This is an optimization exercise on Yosys and OpenROAD, whose aim is small area, a short achievable clock period and few clock cycles per item, not a production implementation.
No run shown here included a check of the RTL's function; only the layout flow was run.

[run.sh]
#!/bin/bash
# synth_recipe.tcl (not shown) runs the flow's synth.tcl, then flattens the netlist and writes it again
# the make line also repeats each setting of config.mk as NAME=value (left out here)
make -C /OpenROAD-flow-scripts/flow DESIGN_CONFIG=/design/flow/config.mk WORK_HOME=/design/flow/orfs CLKGATE_MAP_FILE= SYNTH_SCRIPT=/design/flow/synth_recipe.tcl finish
[constraint.sdc]
create_clock -name core_clock -period 7.5 [get_ports {clk}]
set_input_delay 1.5000 -clock core_clock [delete_from_list [all_inputs] [get_ports {clk}]]
set_output_delay 1.5000 -clock core_clock [all_outputs]
set_load 0.01 [all_outputs]
[config.mk]
export PLATFORM = sky130hd
export DESIGN_NAME = rtc_seconds_to_calendar
export DESIGN_NICKNAME = rtc_seconds_to_calendar
export VERILOG_FILES = /design/flow/design.v
export SDC_FILE = /design/flow/constraint.sdc
export NUM_CORES = 4
export LEC_CHECK = 0
export ABC_CLOCK_PERIOD_IN_PS = 3000
export CAP_MARGIN = 20
export CORE_MARGIN = 2
export CORE_UTILIZATION = 40
export PLACE_DENSITY = 0.6
export SETUP_SLACK_MARGIN = 4.0
export SLEW_MARGIN = 20
[design.v]
`timescale 1ns / 1ps
package rsc_pkg;
  localparam logic OP_CONVERT = 1'b0;
  localparam logic OP_SET     = 1'b1;
endpackage
`timescale 1ns / 1ps
module rsc_split (
  input  logic [27:0] x,
  output logic [11:0] ys,
  output logic [11:0] yc
);
  wire rs0 = x[0] ^ x[11] ^ x[16];
  wire rc0 = (x[0] & x[11]) | (x[0] & x[16]) | (x[11] & x[16]);
  wire rs1 = x[1] ^ x[10] ^ x[11];
  wire rc1 = (x[1] & x[10]) | (x[1] & x[11]) | (x[10] & x[11]);
  wire rs2 = x[2] ^ x[11];
  wire rc2 = x[2] & x[11];
  wire rs3 = x[3] ^ x[14];
  wire rc3 = x[3] & x[14];
  wire rs4 = x[4] ^ x[11];
  wire rc4 = x[4] & x[11];
  wire rs5 = x[5] ^ x[14];
  wire rc5 = x[5] & x[14];
  wire rs6 = x[20] ^ x[26] ^ x[27];
  wire rc6 = (x[20] & x[26]) | (x[20] & x[27]) | (x[26] & x[27]);
  wire rs7 = rs0 ^ x[9];
  wire rn0 = ~x[9];
  wire rc7 = rs0 & rn0;
  wire rs8 = x[17] ^ rc0 ^ rs1;
  wire rc8 = (x[17] & rc0) | (x[17] & rs1) | (rc0 & rs1);
  wire rs9 = x[9] ^ x[12] ^ x[15];
  wire rc9 = (x[9] & x[12]) | (x[9] & x[15]) | (x[12] & x[15]);
  wire rs10 = x[19] ^ x[22];
  wire rc10 = x[19] | x[22];
  wire rs11 = x[18] ^ x[20] ^ x[27];
  wire rc11 = (x[18] & x[20]) | (x[18] & x[27]) | (x[20] & x[27]);
  wire rn1 = ~x[13];
  wire rs12 = rc1 ^ rs2 ^ rn1;
  wire rc12 = (rc1 & rs2) | (rc1 & rn1) | (rs2 & rn1);
  wire rs13 = x[16] ^ x[23] ^ x[24];
  wire rc13 = (x[16] & x[23]) | (x[16] & x[24]) | (x[23] & x[24]);
  wire rs14 = x[20] ^ x[26] ^ rc2;
  wire rc14 = (x[20] & x[26]) | (x[20] & rc2) | (x[26] & rc2);
  wire rn2 = ~rs3;
  wire rs15 = rn2 ^ x[10] ^ x[17];
  wire rc15 = (rn2 & x[10]) | (rn2 & x[17]) | (x[10] & x[17]);
  wire rs16 = x[19] ^ x[21] ^ x[25];
  wire rc16 = (x[19] & x[21]) | (x[19] & x[25]) | (x[21] & x[25]);
  wire rs17 = x[14] ^ rc3 ^ rs4;
  wire rc17 = (x[14] & rc3) | (x[14] & rs4) | (rc3 & rs4);
  wire rs18 = x[12] ^ x[15] ^ x[18];
  wire rc18 = (x[12] & x[15]) | (x[12] & x[18]) | (x[15] & x[18]);
  wire rs19 = x[19] ^ x[22] ^ x[27];
  wire rc19 = (x[19] & x[22]) | (x[19] & x[27]) | (x[22] & x[27]);
  wire rs20 = x[20] ^ rc4 ^ rs5;
  wire rc20 = (x[20] & rc4) | (x[20] & rs5) | (rc4 & rs5);
  wire rs21 = x[9] ^ x[13] ^ x[15];
  wire rc21 = (x[9] & x[13]) | (x[9] & x[15]) | (x[13] & x[15]);
  wire rs22 = x[19] ^ x[23] ^ x[24];
  wire rc22 = (x[19] & x[23]) | (x[19] & x[24]) | (x[23] & x[24]);
  wire rs23 = x[6] ^ x[12] ^ x[16];
  wire rc23 = (x[6] & x[12]) | (x[6] & x[16]) | (x[12] & x[16]);
  wire rn3 = ~x[10];
  wire rs24 = x[27] ^ rc5 ^ rn3;
  wire rc24 = (x[27] & rc5) | (x[27] & rn3) | (rc5 & rn3);
  wire rs25 = x[21] ^ x[25] ^ x[26];
  wire rc25 = (x[21] & x[25]) | (x[21] & x[26]) | (x[25] & x[26]);
  wire rs26 = x[7] ^ x[13] ^ x[14];
  wire rc26 = (x[7] & x[13]) | (x[7] & x[14]) | (x[13] & x[14]);
  wire rs27 = x[17] ^ x[24] ^ rn0;
  wire rc27 = (x[17] & x[24]) | (x[17] & rn0) | (x[24] & rn0);
  wire rs28 = x[19] ^ x[22];
  wire rc28 = x[19] | x[22];
  wire rs29 = x[8] ^ x[18] ^ x[20];
  wire rc29 = (x[8] & x[18]) | (x[8] & x[20]) | (x[18] & x[20]);
  wire rn4 = ~x[25];
  wire rs30 = rn4 ^ x[10] ^ x[15];
  wire rc30 = (rn4 & x[10]) | (rn4 & x[15]) | (x[10] & x[15]);
  wire rs31 = x[23] ^ x[26];
  wire rc31 = x[23] | x[26];
  wire rn5 = ~rs6;
  wire rs32 = rn5 ^ x[15] ^ x[19];
  wire rc32 = (rn5 & x[15]) | (rn5 & x[19]) | (x[15] & x[19]);
  wire rs33 = rc6 ^ rc7 ^ rs8;
  wire rc33 = (rc6 & rc7) | (rc6 & rs8) | (rc7 & rs8);
  wire rs34 = rs10 ^ x[25];
  wire rc34 = rs10 & rn4;
  wire rs35 = rc8 ^ rs11 ^ rs12;
  wire rc35 = (rc8 & rs11) | (rc8 & rs12) | (rs11 & rs12);
  wire rs36 = rc9 ^ rc10 ^ rs13;
  wire rc36 = (rc9 & rc10) | (rc9 & rs13) | (rc10 & rs13);
  wire rs37 = rc11 ^ rc12 ^ rs14;
  wire rc37 = (rc11 & rc12) | (rc11 & rs14) | (rc12 & rs14);
  wire rs38 = rc13 ^ rs15 ^ rs16;
  wire rc38 = (rc13 & rs15) | (rc13 & rs16) | (rs15 & rs16);
  wire rn6 = ~rc15;
  wire rs39 = rc14 ^ rs17 ^ rn6;
  wire rc39 = (rc14 & rs17) | (rc14 & rn6) | (rs17 & rn6);
  wire rs40 = rc16 ^ rs18 ^ rs19;
  wire rc40 = (rc16 & rs18) | (rc16 & rs19) | (rs18 & rs19);
  wire rn7 = ~rc18;
  wire rs41 = rc17 ^ rs20 ^ rn7;
  wire rc41 = (rc17 & rs20) | (rc17 & rn7) | (rs20 & rn7);
  wire rs42 = rc19 ^ rs21 ^ rs22;
  wire rc42 = (rc19 & rs21) | (rc19 & rs22) | (rs21 & rs22);
  wire rs43 = rc20 ^ rs23 ^ rs24;
  wire rc43 = (rc20 & rs23) | (rc20 & rs24) | (rs23 & rs24);
  wire rs44 = rc21 ^ rc22 ^ rs25;
  wire rc44 = (rc21 & rc22) | (rc21 & rs25) | (rc22 & rs25);
  wire rs45 = rc23 ^ rc24 ^ rs26;
  wire rc45 = (rc23 & rc24) | (rc23 & rs26) | (rc24 & rs26);
  wire rn8 = ~rc25;
  wire rs46 = rs27 ^ rs28 ^ rn8;
  wire rc46 = (rs27 & rs28) | (rs27 & rn8) | (rs28 & rn8);
  wire rs47 = rc26 ^ rc27 ^ rs29;
  wire rc47 = (rc26 & rc27) | (rc26 & rs29) | (rc27 & rs29);
  wire rn9 = ~rs31;
  wire rs48 = rn9 ^ rc28 ^ rs30;
  wire rc48 = (rn9 & rc28) | (rn9 & rs30) | (rc28 & rs30);
  wire rs49 = rc29 ^ rc30;
  wire rn10 = ~rc30;
  wire rc49 = rc29 & rn10;
  wire rs50 = x[21] ^ x[24];
  wire rc50 = x[21] | x[24];
  wire rn11 = ~rs33;
  wire rs51 = rn11 ^ rs9 ^ rc32;
  wire rc51 = (rn11 & rs9) | (rn11 & rc32) | (rs9 & rc32);
  wire rs52 = rc33 ^ rc34 ^ rs35;
  wire rc52 = (rc33 & rc34) | (rc33 & rs35) | (rc34 & rs35);
  wire rn12 = ~rc36;
  wire rs53 = rc35 ^ rs37 ^ rn12;
  wire rc53 = (rc35 & rs37) | (rc35 & rn12) | (rs37 & rn12);
  wire rn13 = ~rc38;
  wire rs54 = rc37 ^ rs39 ^ rn13;
  wire rc54 = (rc37 & rs39) | (rc37 & rn13) | (rs39 & rn13);
  wire rn14 = ~rc40;
  wire rs55 = rc39 ^ rs41 ^ rn14;
  wire rc55 = (rc39 & rs41) | (rc39 & rn14) | (rs41 & rn14);
  wire rn15 = ~rc42;
  wire rs56 = rc41 ^ rs43 ^ rn15;
  wire rc56 = (rc41 & rs43) | (rc41 & rn15) | (rs43 & rn15);
  wire rs57 = rc43 ^ rs45 ^ rs46;
  wire rc57 = (rc43 & rs45) | (rc43 & rs46) | (rs45 & rs46);
  wire rs58 = rc45 ^ rc46 ^ rs47;
  wire rc58 = (rc45 & rc46) | (rc45 & rs47) | (rc46 & rs47);
  wire rn16 = ~rc47;
  wire rs59 = rn16 ^ rc31 ^ rc48;
  wire rc59 = (rn16 & rc31) | (rn16 & rc48) | (rc31 & rc48);
  wire rs60 = rs50 ^ rs7;
  wire rn17 = ~rs7;
  wire rc60 = rs50 & rn17;
  wire rs61 = rs34 ^ rc50 ^ rs51;
  wire rc61 = (rs34 & rc50) | (rs34 & rs51) | (rc50 & rs51);
  wire rn18 = ~rs52;
  wire rs62 = rn18 ^ rs36 ^ rc51;
  wire rc62 = (rn18 & rs36) | (rn18 & rc51) | (rs36 & rc51);
  wire rn19 = ~rs38;
  wire rs63 = rc52 ^ rs53 ^ rn19;
  wire rc63 = (rc52 & rs53) | (rc52 & rn19) | (rs53 & rn19);
  wire rn20 = ~rs40;
  wire rs64 = rc53 ^ rs54 ^ rn20;
  wire rc64 = (rc53 & rs54) | (rc53 & rn20) | (rs54 & rn20);
  wire rn21 = ~rs42;
  wire rs65 = rc54 ^ rs55 ^ rn21;
  wire rc65 = (rc54 & rs55) | (rc54 & rn21) | (rs55 & rn21);
  wire rn22 = ~rs44;
  wire rs66 = rc55 ^ rs56 ^ rn22;
  wire rc66 = (rc55 & rs56) | (rc55 & rn22) | (rs56 & rn22);
  wire rn23 = ~rc44;
  wire rs67 = rc56 ^ rs57 ^ rn23;
  wire rc67 = (rc56 & rs57) | (rc56 & rn23) | (rs57 & rn23);
  wire rn24 = ~rs48;
  wire rs68 = rc57 ^ rs58 ^ rn24;
  wire rc68 = (rc57 & rs58) | (rc57 & rn24) | (rs58 & rn24);
  wire rn25 = ~rc58;
  wire rs69 = rn25 ^ rs49 ^ rs59;
  wire rc69 = (rn25 & rs49) | (rn25 & rs59) | (rs49 & rs59);
  wire rs70 = rc49 ^ rc59;
  wire rn26 = ~rc59;
  wire rc70 = rc49 & rn26;
  assign ys = {rc70, ~rc69, rc68, rc67, rc66, rc65, rc64, rc63, ~rc62, ~rc61, rc60, ~rs32};
  assign yc = {1'b0, ~rs70, ~rs69, rs68, rs67, rs66, rs65, rs64, rs63, ~rs62, ~rs61, ~rs60};
endmodule
module rsc_mod15 (
  input  logic [11:0] y,
  input  logic [1:0]  v32,
  output logic [3:0]  n
);
  wire ms0 = y[2] ^ y[6] ^ y[10];
  wire mc0 = (y[2] & y[6]) | (y[2] & y[10]) | (y[6] & y[10]);
  wire ms1 = y[3] ^ y[7] ^ y[11];
  wire mc1 = (y[3] & y[7]) | (y[3] & y[11]) | (y[7] & y[11]);
  wire ms2 = y[0] ^ y[4] ^ y[8];
  wire mc2 = (y[0] & y[4]) | (y[0] & y[8]) | (y[4] & y[8]);
  wire ms3 = y[1] ^ y[5] ^ y[9];
  wire mc3 = (y[1] & y[5]) | (y[1] & y[9]) | (y[5] & y[9]);
  wire ms4 = v32[0] ^ ms0 ^ mc3;
  wire mc4 = (v32[0] & ms0) | (v32[0] & mc3) | (ms0 & mc3);
  wire ms5 = v32[1] ^ mc0 ^ ms1;
  wire mc5 = (v32[1] & mc0) | (v32[1] & ms1) | (mc0 & ms1);
  wire ms6 = mc1 ^ ms2 ^ mc5;
  wire mc6 = (mc1 & ms2) | (mc1 & mc5) | (ms2 & mc5);
  wire ms7 = mc2 ^ ms3 ^ mc6;
  wire mc7 = (mc2 & ms3) | (mc2 & mc6) | (ms3 & mc6);
  logic [3:0] na, nb;
  logic [4:0] s;
  logic [3:0] u;
  assign na = {ms7, ms6, mc4, ms4};
  assign nb = {1'b0, 1'b0, ms5, mc7};
  assign s = {1'b0, na} + {1'b0, nb};
  assign u = s[3:0] + {3'd0, s[4]};
  assign n = (u == 4'd15) ? 4'd0 : u;
endmodule
module rsc_tabs (
  input  logic [11:0] y,
  input  logic [2:0]  d,
  output logic [4:0]  kb,
  output logic        hour0,
  output logic        hour23
);
  logic [17:0] e;
  wire t1 = (y[11] | (y[10] | (y[9] | (y[8] | (y[7] & (y[6] & (y[5] & (y[4] | (y[3] | (y[2] | (y[1] | (y[0] & 1'b1))))))))))));
  wire t2 = (y[11] | (y[10] | (y[9] | (y[8] & (y[7] & (y[6] & (y[5] | (y[4] | (y[3] | (y[2] | (y[1] & (y[0] | 1'b1))))))))))));
  wire t3 = (y[11] | (y[10] | (y[9] & (y[8] | (y[7] & (y[6] | (y[5] & (y[4] | (y[3] | (y[2] | (y[1] & (y[0] & 1'b1))))))))))));
  wire t4 = (y[11] | (y[10] | (y[9] & (y[8] & (y[7] & (y[6] | (y[5] | (y[4] | (y[3] | (y[2] & (y[1] | (y[0] | 1'b1))))))))))));
  wire t5 = (y[11] | (y[10] & (y[9] | (y[8] | (y[7] | (y[6] & (y[5] & (y[4] | (y[3] | (y[2] & (y[1] | (y[0] & 1'b1))))))))))));
  wire t6 = (y[11] | (y[10] & (y[9] | (y[8] & (y[7] | (y[6] & (y[5] | (y[4] | (y[3] | (y[2] & (y[1] & (y[0] | 1'b1))))))))))));
  wire t7 = (y[11] | (y[10] & (y[9] & (y[8] | (y[7] | (y[6] | (y[5] & (y[4] | (y[3] | (y[2] & (y[1] & (y[0] & 1'b1))))))))))));
  wire t8 = (y[11] | (y[10] & (y[9] & (y[8] & (y[7] | (y[6] | (y[5] | (y[4] | (y[3] & (y[2] | (y[1] | (y[0] | 1'b1))))))))))));
  wire t9 = (y[11] | (y[10] & (y[9] & (y[8] & (y[7] & (y[6] & (y[5] & (y[4] | (y[3] & (y[2] | (y[1] | (y[0] & 1'b1))))))))))));
  wire t10 = (y[11] & (y[10] | (y[9] | (y[8] | (y[7] & (y[6] & (y[5] | (y[4] | (y[3] & (y[2] | (y[1] & (y[0] | 1'b1))))))))))));
  wire t11 = (y[11] & (y[10] | (y[9] | (y[8] & (y[7] & (y[6] | (y[5] & (y[4] | (y[3] & (y[2] | (y[1] & (y[0] & 1'b1))))))))))));
  wire t12 = (y[11] & (y[10] | (y[9] & (y[8] | (y[7] & (y[6] | (y[5] | (y[4] | (y[3] & (y[2] & (y[1] | (y[0] | 1'b1))))))))))));
  wire t13 = (y[11] & (y[10] | (y[9] & (y[8] & (y[7] | (y[6] & (y[5] & (y[4] | (y[3] & (y[2] & (y[1] | (y[0] & 1'b1))))))))))));
  wire t14 = (y[11] & (y[10] & (y[9] | (y[8] | (y[7] | (y[6] & (y[5] | (y[4] | (y[3] & (y[2] & (y[1] & (y[0] | 1'b1))))))))))));
  wire t15 = (y[11] & (y[10] & (y[9] | (y[8] & (y[7] | (y[6] | (y[5] & (y[4] | (y[3] & (y[2] & (y[1] & (y[0] & 1'b1))))))))))));
  wire t16 = (y[11] & (y[10] & (y[9] & (y[8] | (y[7] | (y[6] | (y[5] | (y[4] & (y[3] | (y[2] | (y[1] | (y[0] | 1'b1))))))))))));
  wire t17 = (y[11] & (y[10] & (y[9] & (y[8] | (y[7] & (y[6] & (y[5] & (y[4] & (y[3] | (y[2] | (y[1] | (y[0] & 1'b1))))))))))));
  assign e[0] = 1'b1 & ~t1;
  assign e[1] = t1 & ~t2;
  assign e[2] = t2 & ~t3;
  assign e[3] = t3 & ~t4;
  assign e[4] = t4 & ~t5;
  assign e[5] = t5 & ~t6;
  assign e[6] = t6 & ~t7;
  assign e[7] = t7 & ~t8;
  assign e[8] = t8 & ~t9;
  assign e[9] = t9 & ~t10;
  assign e[10] = t10 & ~t11;
  assign e[11] = t11 & ~t12;
  assign e[12] = t12 & ~t13;
  assign e[13] = t13 & ~t14;
  assign e[14] = t14 & ~t15;
  assign e[15] = t15 & ~t16;
  assign e[16] = t16 & ~t17;
  assign e[17] = t17;
  assign kb[0] = e[1] | e[3] | e[5] | e[7] | e[9] | e[11] | e[13] | e[15] | e[17];
  assign kb[1] = e[2] | e[3] | e[6] | e[7] | e[10] | e[11] | e[14] | e[15];
  assign kb[2] = e[4] | e[5] | e[6] | e[7] | e[12] | e[13] | e[14] | e[15];
  assign kb[3] = e[8] | e[9] | e[10] | e[11] | e[12] | e[13] | e[14] | e[15];
  assign kb[4] = e[16] | e[17];
  assign hour0 = (e[0] & (d == 3'd0)) | (e[3] & (d == 3'd5)) | (e[6] & (d == 3'd2)) | (e[9] & (d == 3'd7)) | (e[12] & (d == 3'd4)) | (e[15] & (d == 3'd1));
  assign hour23 = (e[2] & (d == 3'd5)) | (e[5] & (d == 3'd2)) | (e[8] & (d == 3'd7)) | (e[11] & (d == 3'd4)) | (e[14] & (d == 3'd1)) | (e[17] & (d == 3'd6));
endmodule
module rsc_hour (
  input  logic [4:0] kb,
  input  logic [2:0] d,
  output logic [4:0] hour
);
  logic [4:0] nine_d;
  logic [5:0] s;
  always_comb begin
    case (d)
      3'd0: nine_d = 5'd0;
      3'd1: nine_d = 5'd9;
      3'd2: nine_d = 5'd18;
      3'd3: nine_d = 5'd3;
      3'd4: nine_d = 5'd12;
      3'd5: nine_d = 5'd21;
      3'd6: nine_d = 5'd6;
      3'd7: nine_d = 5'd15;
      default: nine_d = 5'd0;
    endcase
    s = {1'b0, kb} + {1'b0, nine_d};
    hour = (s >= 6'd24) ? 5'(s - 6'd24) : s[4:0];
  end
endmodule
`timescale 1ns / 1ps
module rsc_date (
  input  logic [11:0] w,
  output logic [6:0]  r25
);
  assign r25 = 7'(w[0]) + {w[1], 1'b0} + {w[2], 2'b0} + {w[3], 3'b0} + {w[4], 4'b0}
             + 7'({3{w[5]}}) + {w[6], w[6], w[6], 1'b0} + 7'({2{w[7]}}) + {w[8], w[8], 1'b0}
             + {w[9], w[9], 2'b0} + {w[10], w[10], 3'b0} + {w[11], 1'b0, w[11], w[11], w[11]};
endmodule
module rsc_last_day (
  input  logic [3:0] year_lo,
  input  logic [6:0] r25,
  input  logic [3:0] month,
  input  logic [4:0] day,
  output logic       leap,
  output logic       last_day
);
  logic div25;
  always_comb begin
    div25 = (r25 == 7'd0) || (r25 == 7'd25) || (r25 == 7'd50) || (r25 == 7'd75)
         || (r25 == 7'd100);
    leap  = (year_lo[1:0] == 2'd0) && (!div25 || (year_lo[3:2] == 2'd0));
    case (month)
      4'd2:                    last_day = (day[4:2] == 3'b111) && (day[1:0] != 2'd0 || !leap);
      4'd4, 4'd6, 4'd9, 4'd11: last_day = (day[4:1] == 4'b1111);
      default:                 last_day = (day == 5'd31);
    endcase
  end
endmodule
`timescale 1ns / 1ps
module rtc_seconds_to_calendar (
  input  logic          clk,
  input  logic          rst,
  input  logic          cmd_valid,
  output logic          cmd_stall,
  input  logic [72:0]   cmd,
  output logic          res_valid,
  input  logic          res_stall,
  output logic [56:0]   res
);
  logic        p0_valid, p1_valid, p2_valid;
  logic        p0_op, p1_op, p2_op;
  logic [31:0] p0_d;
  logic [30:0] p1_d;
  logic [22:0] p2_d;
  logic [39:0] set_d;
  logic        hold;
  logic        set_busy;
  assign hold      = res_valid && res_stall;
  assign set_busy  = (p0_valid && p0_op == rsc_pkg::OP_SET) || (p1_valid && p1_op == rsc_pkg::OP_SET);
  assign cmd_stall = hold || (cmd[72] == rsc_pkg::OP_SET && set_busy);
  always_ff @(posedge clk) begin
    if (rst) begin
      p0_valid  <= 1'b0;
      p1_valid  <= 1'b0;
      p2_valid  <= 1'b0;
      res_valid <= 1'b0;
    end else if (!hold) begin
      p0_valid  <= cmd_valid && !cmd_stall;
      p1_valid  <= p0_valid;
      p2_valid  <= p1_valid;
      res_valid <= p2_valid;
    end
  end
  always_ff @(posedge clk) begin
    if (!hold) begin
      p0_op <= cmd[72];
      p0_d  <= cmd[71:40];
    end
    if (cmd_valid && !cmd_stall && cmd[72] == rsc_pkg::OP_SET) begin
      set_d <= cmd[39:0];
    end
  end
  logic [11:0] ys, yc;
  rsc_split u_split (
    .x  (p0_d[31:4]),
    .ys (ys),
    .yc (yc)
  );
  always_ff @(posedge clk) begin
    if (!hold) begin
      p1_op <= p0_op;
      p1_d  <= {yc, ys, p0_d[6:0]};
    end
  end
  logic [11:0] y;
  logic [2:0]  d;
  logic [3:0]  n;
  logic [4:0]  kb;
  logic        hour0;
  logic        hour23;
  assign y = p1_d[18:7] + p1_d[30:19];
  assign d = p1_d[6:4] - y[2:0];
  rsc_mod15 u_mod15 (
    .y   (y),
    .v32 (p1_d[3:2]),
    .n   (n)
  );
  rsc_tabs u_tabs (
    .y      (y),
    .d      (d),
    .kb     (kb),
    .hour0  (hour0),
    .hour23 (hour23)
  );
  always_ff @(posedge clk) begin
    if (!hold) begin
      p2_op <= p1_op;
      p2_d  <= {hour23, hour0, kb, d, y[3:0], n, p1_d[3:0]};
    end
  end
  logic [4:0]  c_kb;
  logic [2:0]  c_d;
  logic [4:0]  c_hour;
  logic [5:0]  c_minute;
  logic [5:0]  c_second;
  logic        c_hour0;
  logic        c_hour23;
  logic [3:0]  c_n;
  logic [1:0]  c_v32;
  logic [3:0]  c_y;
  logic [5:0]  c_m17;
  assign c_v32    = p2_d[3:2];
  assign c_n      = p2_d[7:4];
  assign c_y      = p2_d[11:8];
  assign c_d      = p2_d[14:12];
  assign c_kb     = p2_d[19:15];
  assign c_hour0  = p2_d[20];
  assign c_hour23 = p2_d[21];
  assign c_second = {c_n, p2_d[1:0]};
  assign c_m17    = {c_n[1:0], c_n} - {c_v32, 2'b00, c_v32};
  assign c_minute = {c_m17[5:2] + c_kb[3:0] - c_y, c_m17[1:0]};
  rsc_hour u_hour (
    .kb   (c_kb),
    .d    (c_d),
    .hour (c_hour)
  );
  logic [13:0] year;
  logic [3:0]  month;
  logic [4:0]  day;
  logic        last23;
  logic        last_day;
  logic        is_set;
  logic        take;
  logic        live;
  logic        advance;
  logic [16:0] set_load;
  logic [4:0]  r_hour;
  logic [5:0]  r_minute;
  logic [5:0]  r_second;
  logic [16:0] r_load;
  assign is_set   = (p2_op == rsc_pkg::OP_SET);
  assign take     = p2_valid && !hold;
  assign live     = (year != 14'd0);
  assign advance  = live && last23 && last_day && c_hour0;
  always_comb begin
    case (month)
      4'd2:                    last_day = (day[4:2] == 3'b111) && (day[1:0] != 2'd0 || !leap);
      4'd4, 4'd6, 4'd9, 4'd11: last_day = (day[4:1] == 4'b1111);
      default:                 last_day = (day == 5'd31);
    endcase
  end
  assign set_load = (17'(set_d[16:12]) << 12) - (17'(set_d[16:12]) << 9) + (17'(set_d[16:12]) << 4)
                  + (17'(set_d[11:6]) << 6) - (17'(set_d[11:6]) << 2) + 17'(set_d[5:0]);
  logic [6:0]  r25_src;
  logic [6:0]  r25;
  logic        year_new;
  logic        leap;
  logic        set_leap;
  logic        cur_leap;
  logic [6:0]  r25_set;
  logic [6:0]  r25_cur;
  rsc_date u_r25_set (
    .w   (set_d[39:28]),
    .r25 (r25_set)
  );
  rsc_date u_r25_cur (
    .w   (year[13:2]),
    .r25 (r25_cur)
  );
  assign r25_src = (p1_valid && p1_op == rsc_pkg::OP_SET) ? r25_set : r25_cur;
  rsc_last_day u_set_leap (
    .year_lo  (set_d[29:26]),
    .r25      (r25),
    .month    (set_d[25:22]),
    .day      (set_d[21:17]),
    .leap     (set_leap),
    .last_day ()
  );
  rsc_last_day u_cur_leap (
    .year_lo  (year[3:0]),
    .r25      (r25),
    .month    (month),
    .day      (day),
    .leap     (cur_leap),
    .last_day ()
  );
  always_ff @(posedge clk) begin
    if (!hold) begin
      r25 <= r25_src;
      if (p2_valid && is_set) leap <= set_leap;
      else if (!year_new) leap <= cur_leap;
    end
  end
  always_ff @(posedge clk) begin
    if (!hold) year_new <= take && (is_set || advance);
  end
  always_ff @(posedge clk) begin
    if (rst) begin
      year   <= '0;
      month  <= '0;
      day    <= '0;
      last23 <= 1'b0;
    end else if (take) begin
      if (is_set) begin
        year  <= set_d[39:26];
        month <= set_d[25:22];
        day   <= set_d[21:17];
      end else begin
        if (advance) begin
          day <= 5'd1;
          if (month[3] && month[2]) begin
            month <= 4'd1;
            year  <= year + 14'd1;
          end else begin
            month <= month + 4'd1;
          end
        end else if (live && last23 && c_hour0) begin
          day <= day + 5'd1;
        end
        if (live) last23 <= c_hour23;
      end
    end
  end
  always_ff @(posedge clk) begin
    if (!hold) begin
      if (is_set) begin
        r_hour   <= set_d[16:12];
        r_minute <= set_d[11:6];
        r_second <= set_d[5:0];
        r_load   <= set_load;
      end else begin
        r_hour   <= c_hour;
        r_minute <= c_minute;
        r_second <= c_second;
        r_load   <= '0;
      end
    end
  end
  assign res = {year, month, day, r_hour, r_minute, r_second, r_load};
endmodule
==> results of run 1 <==
Yosys cell counts, types with 7 or more instances:
cell,n,area [µm²]
inv_1,177,664.4
edfxtp_1,170,5105
fa_1,104,2082
ha_1,103,1289
a21oi_1,65,325.3
nand2_1,65,244.0
nor2_1,63,236.5
dfxtp_1,33,660.6
o21ai_0,31,155.2
xnor2_1,28,245.2
nand3_1,21,105.1
nor2b_1,18,112.6
and2_1,16,100.1
clkbuf_1,16,60.06
nor3_1,16,80.08
a211oi_1,15,112.6
a21o_1,14,105.1
nand2b_1,13,81.33
a31oi_1,12,75.07
mux2_2,12,135.1
xor2_1,12,105.1
and3_1,10,62.56
mux2i_1,9,90.09
nand4_1,9,56.30
nor4_1,8,50.05
o31ai_1,8,60.06
nor3b_1,7,52.55
or2_2,7,43.79
routing by layer:
metal | vias to the layer above | part of all wire, % | global-route usage [%]
li1 | 4466 | - | -
met1 | 4499 | 43 | 21.23
met2 | 212 | 50 | 29.60
met3 | 58 | 4.2 | 2.777
met4 | 0 | 3.0 | 5.067
met5 | - | 0 | 0
stage by stage:
stage	setup WS (ns)	utilization, %	hold slack, ns	instance area [µm²]
2_1_floorplan	2.520	-	0.4003	13500
3_3_place_gp	1.839	45.93	0.4014	15290
3_5_place_dp	1.721	45.93	0.4045	15290
4_1_cts	2.438	49.61	0.3992	16510
5_1_grt	2.297	50.95	0.4124	16960
6_report	2.491	50.95	0.4012	16960
worst max-delay path by stage:
stage | to | slack (ns)
2_1_floorplan | c_n[0] | 2.52
3_3_place_gp | c_n[0] | 1.84
3_5_place_dp | c_n[0] | 1.72
4_1_cts | c_n[0] | 2.44
5_1_grt | c_n[0] | 2.30
6_report | c_hour0 | 2.49
logic make-up (layout without fill, tap and decap cells):
kind of cell | Yosys count | count (layout) | synth area share [%]
flip-flops | 203 | 203 | 42.95
buffers and inverters | 214 | 423 | 6.226
multiplexers | 21 | 21 | 1.678
XOR/XNOR | 42 | 42 | 2.936
AO/OA/AOI/OAI | 213 | 213 | 10.77
adder cells (fa/ha/maj) | 207 | 207 | 25.11
AND/OR/NAND/NOR | 272 | 272 | 10.34
cells in the final DEF (no fill, tap or decap), types with 7 or more instances in the layout:
cell,netlist,final
ha_1,103,93
nor2b_1,18,17
a21o_1,14,14
a211oi_1,15,15
inv_1,177,169
xor2_1,12,12
o21ai_0,31,30
mux2_2,12,11
clkdlybuf4s50_1,0,132
and3_1,10,9
fa_2,0,9
nand2b_1,13,13
mux2i_1,9,9
clkbuf_16,0,25
and2_1,16,15
nor3b_1,7,7
dfxtp_1,33,25
a21oi_1,65,60
xnor2_1,28,24
edfxtp_1,170,170
a31oi_1,12,11
nor3_1,16,15
nand3_1,21,19
buf_4,2,49
nand4_1,9,9
nand2_1,65,63
nor2_1,63,58
inv_2,2,7
buf_6,2,10
fa_1,104,95
o31ai_1,8,7
sequential cells by signal (all words and copies together) (netlist names), 2 cells and up:
register	count
month	4
r_second	6
u_hour.nine_d	5
c_second	2
c_v32	2
r_minute	6
p1_d	30
r_load	17
p0_d	32
day	5
c_kb	5
c_y	4
r25	7
c_n	4
year	14
r_hour	5
set_d	40
c_d	3
worst max-delay path, delay by kind of cell, from the launching register on:
kind / cells / cell delay [ns]
flops: 1 / 0.41
compound gates: 5 / 1.09
xor+xnor: 1 / 0.18
fa+ha+maj: 1 / 0.26
simple gates: 3 / 0.46
buf+inv: 20 / 2.37
repair_timing:
action | 4_1_cts | 5_1_grt
cloned | 0 | 0
setup endpoints to repair | 39 | 17
setup buffers | 30 | 25
gates resized for setup | 68 | 53
pin swaps | 22 | 25
area by class of cell:
class / count / area [µm²]
clock buffer: 31 / 658.1
clock inverter: 14 / 128.9
fill: 2960 / 16320
inverter: 184 / 728.2
multi-input combinational: 755 / 7256
sequential: 203 / 5783
tap: 448 / 560.5
timing repair buffer: 194 / 1842
==> summary.txt, run 1 <==
clk_skew=0.02397 ns; DR iter-0 viols=420; first-pass GRT wire length=47,510 µm; buffer depth of the longest clock path=3; sequential element share of the synthesized area=a little over two fifths; core area=33,280 µm²; Die Wd=187.2 µm; Worst R2R Setup Slack=approximately 2.5 ns; final-stage net count=around 1,600; Detailed Route WL=29,580 µm; max cap viols=0; CTS tree=built; type of origin of the critical path=flip-flop; port bufs=135; dpl hpwl=21,050 µm; worst slew pin tran=0.9526 ns; hold path cells=0; asr flop ratio synth=0%; critical-path maximum fanout=6; Yosys Warn Count=3; clk sinks=203; most common flop cell mapped by yosys=edfxtp_1; reg-to-reg critical path endpoint=c_hour0; Initial Util=40.34%; Hold Path End=c_second[1]; Die Y-Extent=between 150 and 200 µm; crit path from=p1_d[11]; layout cell share with drive strength beyond 1=15.28%; relative slew slack=36.49%; Die ar.=between 30,000 and 40,000 µm²; drt pass-1 iters=5; cells after synthesis=approximately 1,200; Unique masters post-synth=83; Netlist Area Pre-Place=13,420 µm²; crit share post-route=around two thirds; Crit path required time=7.79 ns; Hold Crit Class=reg2reg; DR vias=9,235; via/cell ratio=5.049; Worst-path clk slew=0.06 ns; most used cell, CP=buf_4; Avg WL per Cell=16.17 µm; Slowest cell on crit path=edfxtp_1; Reg-to-Reg Start=p1_d[11]; Fmax=199.6 MHz; largest net degree at the start of global routing=138; I/O pin cnt=approximately 140; WS Path Type=reg2reg; setup TNS=0 ns; hold path start=p1_d[1]; crit end category=flip-flop; final setup fails=0; htree depth=1; Tmin final=5.009 ns; crit path DAT=5.30 ns; endpoints failing hold=0; DRT antenna net count=0; CTS buffer count=25; gp weighted congestion=0.9035; antenna cell count=0; RSZ-0062 raised after global routing=yes; Syn Nets=1,456; slowest stage delay, CP=0.41 ns; initial antenna violation count=0; GR Overflow Total=0; FP Rows=67; residual DRC count=0; hold buffers post-CTS=0; Final Max Tran Viols=0; placed insts=1,729; Seq cells post-synth=203; Root Buffer=clkbuf_16; Mapped Avg Cell Area=11.45 µm²; GRT Overall Usage=between 10% and 20%; Non-Filler Instances=roughly 1,800; outcome=finished clean; EDFF count, synth=170; Area Overhead vs Synth=26.31%; clk latency of the worst-skew pair=0.55 ns; R2R depth=30; vias in the first global route=9,385
==> run 2, diff against run 1 <==
==> flow/run.sh (new file) <==
#!/bin/bash
# The standard layout (standard.sh), with the input and output port buffers made from
# sky130_fd_sc_hd__buf_1 instead of the cell buffer_ports picks by default.
set -euo pipefail
export BUFFER_PORTS_ARGS="-buffer_cell sky130_fd_sc_hd__buf_1"
bash standard.sh > standard.log 2>&1
==> standard.sh (new file) <==
#!/bin/bash
# synth_recipe.tcl (not shown) runs the flow's synth.tcl, then flattens the netlist and writes it again
# the make line also repeats each setting of config.mk as NAME=value (left out here)
make -C /OpenROAD-flow-scripts/flow DESIGN_CONFIG=/design/flow/config.mk WORK_HOME=/design/flow/orfs CLKGATE_MAP_FILE= SYNTH_SCRIPT=/design/flow/synth_recipe.tcl "${@:-finish}"
removed: run.sh
==> run 2 against run 1 <==
Via count decreased by 2.4%. Highest routed layer unchanged. Worst hold slack improved by 0.016 ns. Register-to-register slack got worse by 0.06 ns. Final area decreased by 7.1%. Fmax decreased by 1.2%. Non-clock buffer count decreased by 21. Critical path type unchanged. Final cell count decreased by 1.1%. First-iteration DRC count decreased by 5.5%.
==> summary.txt, run 2 <==
placed insts=1,731; vias in the first global route=9,059; worst slew pin tran=0.9385 ns; Unique masters post-synth=between 80 and 90; Worst-path clk slew=~0.06 ns; Hold Crit Class=reg2reg; clk sinks=203; Largest register FFs=40; Syn Nets=~1,500; first-pass GRT wire length=45,800 µm; final setup fails=0; buffer depth of the longest clock path=3; FP Rows=67; residual DRC count=0; Yosys Warn Count=3; Fill cells=3,074; hold path start=p0_d[0]; I/O pin cnt=about 140; Worst R2R Setup Slack=2.43 ns; initial antenna violation count=1; most common flop cell mapped by yosys=edfxtp_1; Hold Path End=p1_d[0]; Buf/Inv on CP=4; layout cell share with drive strength beyond 1=12.28%; EDFF count, synth=170; Seq cells post-synth=203; Die ar.=35,040 µm²; DR iter-0 viols=397; crit end category=flip-flop; htree depth=1; Tmin final=5.068 ns; setup TNS=0 ns; largest net degree at the start of global routing=138; Slowest cell on crit path=fa_1; worst-path cell chain=ha_4, or2_2, and4_4, o21ai_4, buf_6, xor2_4, inv_4, fa_1, fa_2, fa_2, inv_2, fa_2, inv_2, ha_4, fa_2, nand2_1, nor2_1, ha_2, ha_1, xnor2_1, nand3_1, nor2_2, nor2b_1; commonest non-fill, non-tap cell in the layout=inv_1; hold path cells=0; Die Wd=187.2 µm; Largest regs=set_d (40), p0_d (32), p1_d (30); most used cell, CP=fa_2; most frequent cells in the layout=inv_1 (172), edfxtp_1 (170), buf_1 (134), ha_1 (96), fa_1 (95); register area=5786 µm²; type of origin of the critical path=flip-flop; Fmax=197.3 MHz; Top reg by flops=set_d; crit share post-route=67.57%; port bufs=135; DR vias=9,017; Avg WL per Cell=15.32 µm; Synth area leaders=edfxtp_1 (38%), fa_1 (16%), ha_1 (9.6%), inv_1 (4.9%), dfxtp_1 (4.9%); gp weighted congestion=0.8728; crit path DAT=5.37 ns; core area=33,280 µm²; RSZ-0062 raised after global routing=yes; outcome=finished clean; clk latency of the worst-skew pair=approximately 0.55 ns; drt pass-1 iters=4; Mapped Avg Cell Area=11.45 µm²; asr flop ratio synth=0%; sequential element share of the synthesized area=42.95%; R2R depth=23; dpl hpwl=20,570 µm; Die Y-Extent=187.2 µm; GR Overflow Total=0; endpoints failing hold=0; Root Buffer=clkbuf_16; final-stage net count=around 1,600; WS Path Type=reg2reg; Final Max Tran Viols=0; CTS tree=built; critical-path maximum fanout=4; Worst path depth=23; via/cell ratio=4.985; slowest stage delay, CP=roughly 0.47 ns; Non-Filler Instances=1,809; Multi-input gate area=7039 µm²; top-count cell post-synth=inv_1; Crit path required time=7.80 ns; Area Overhead vs Synth=17.31%; max cap viols=0; clk_skew=between 0.015 and 0.02 ns; dominant cell type by area after synthesis=edfxtp_1; reg-to-reg critical path endpoint=c_n[0]; CTS buffer count=25; crit-path leading delay family=adder cells; Post-synth top cells=inv_1 (177), edfxtp_1 (170), fa_1 (104); relative slew slack=a little under two fifths; DRT antenna net count=0; Reg-to-Reg Start=p1_d[9]; cells after synthesis=1,172; Netlist Area Pre-Place=between 10,000 and 15,000 µm²; Yosys top cell area share=about two fifths; Initial Util=40.34%; Detailed Route WL=27,710 µm; GRT Overall Usage=16.07%
[run 2: cell counts after synthesis]
No cell type changed its count.
[run 2: cells by family after synthesis]
family	synth area share, %
multiplexers	1.678
AND/OR/NAND/NOR	10.34
XOR/XNOR	2.936
AO/OA/AOI/OAI	10.77
flip-flops	42.95
buffers and inverters	6.226
adder cells (fa/ha/maj)	25.11
[run 2: per-layer routing]
metal  wire length [µm]  track usage, %  vias up
met3               1195           2.739       63
met1              11910           20.35     4343
met4               1051           6.136        0
met5                  0               0        -
met2              13550           27.55      188
li1                   -               -     4423
[run 2: what timing repair did]
| item | CTS | global route |
|---|---|---|
| gates resized for setup | 40 | 23 |
| gates cloned | 0 | 0 |
| hold buffers | 0 | 0 |
| pin swaps | 12 | 15 |
| buffers inserted | 13 | 18 |
| hold endpoints to repair | 0 | 0 |
| setup endpoints to repair | 17 | 16 |
[run 2: layout make-up]
cell class,count,area share (%)
timing repair buffer,173,5.180
multi-input combinational,755,44.70
clock buffer,31,4.306
clock inverter,14,0.8501
tap,448,3.560
inverter,184,4.648
sequential,203,36.74
antenna,1,0.01589
[run 2: worst max-delay path by stage]
stage	start	endpoint
2_1_floorplan	p1_d[23]	c_n[0]
3_3_place_gp	p1_d[9]	c_n[0]
3_5_place_dp	p1_d[9]	c_n[0]
4_1_cts	p1_d[11]	c_n[0]
5_1_grt	p1_d[11]	c_n[1]
6_report	p1_d[9]	c_n[0]
[run 2: through the flow]
step | utilization (%) | setup WS, ns | cell area (µm²) | hold slack, ns
detailed placement | 43.44 | 2.051 | 14460 | 0.4045
floorplan | - | 2.520 | 13500 | 0.4003
finish | 47.32 | 2.432 | 15750 | 0.4172
CTS | 46.55 | 2.454 | 15490 | 0.4184
global route | 47.32 | 2.213 | 15750 | 0.4242
global placement | 43.44 | 2.179 | 14460 | 0.4010

what the ideal ports hide:
How much do the figures lean on ideal ports? The routed layouts below were timed once more, with nothing changed but the port constraints.
Step 1: set_driving_cell puts a clkbuf_16 on clk and a buf_2 on each other input, an assumption about the parent block.
Step 2 adds t to the input delays and takes it off the output delays; t is the mean of the earliest and latest rising clock arrival at the registers after step 1. Input paths then give back, and output paths get back, about the clock's delay inside the block.
Three values: ideal ports, drivers, drivers and shift; two values: the first two.
run | t, ns | setup slack, ns | pins driven straight from the clock port
run 1 | 0.584 | 2.491 / 2.491 / 2.491 | 1
run 2 | 0.593 | 2.432 / 2.432 / 2.432 | 1
After both steps setup and hold are still met in every run listed.
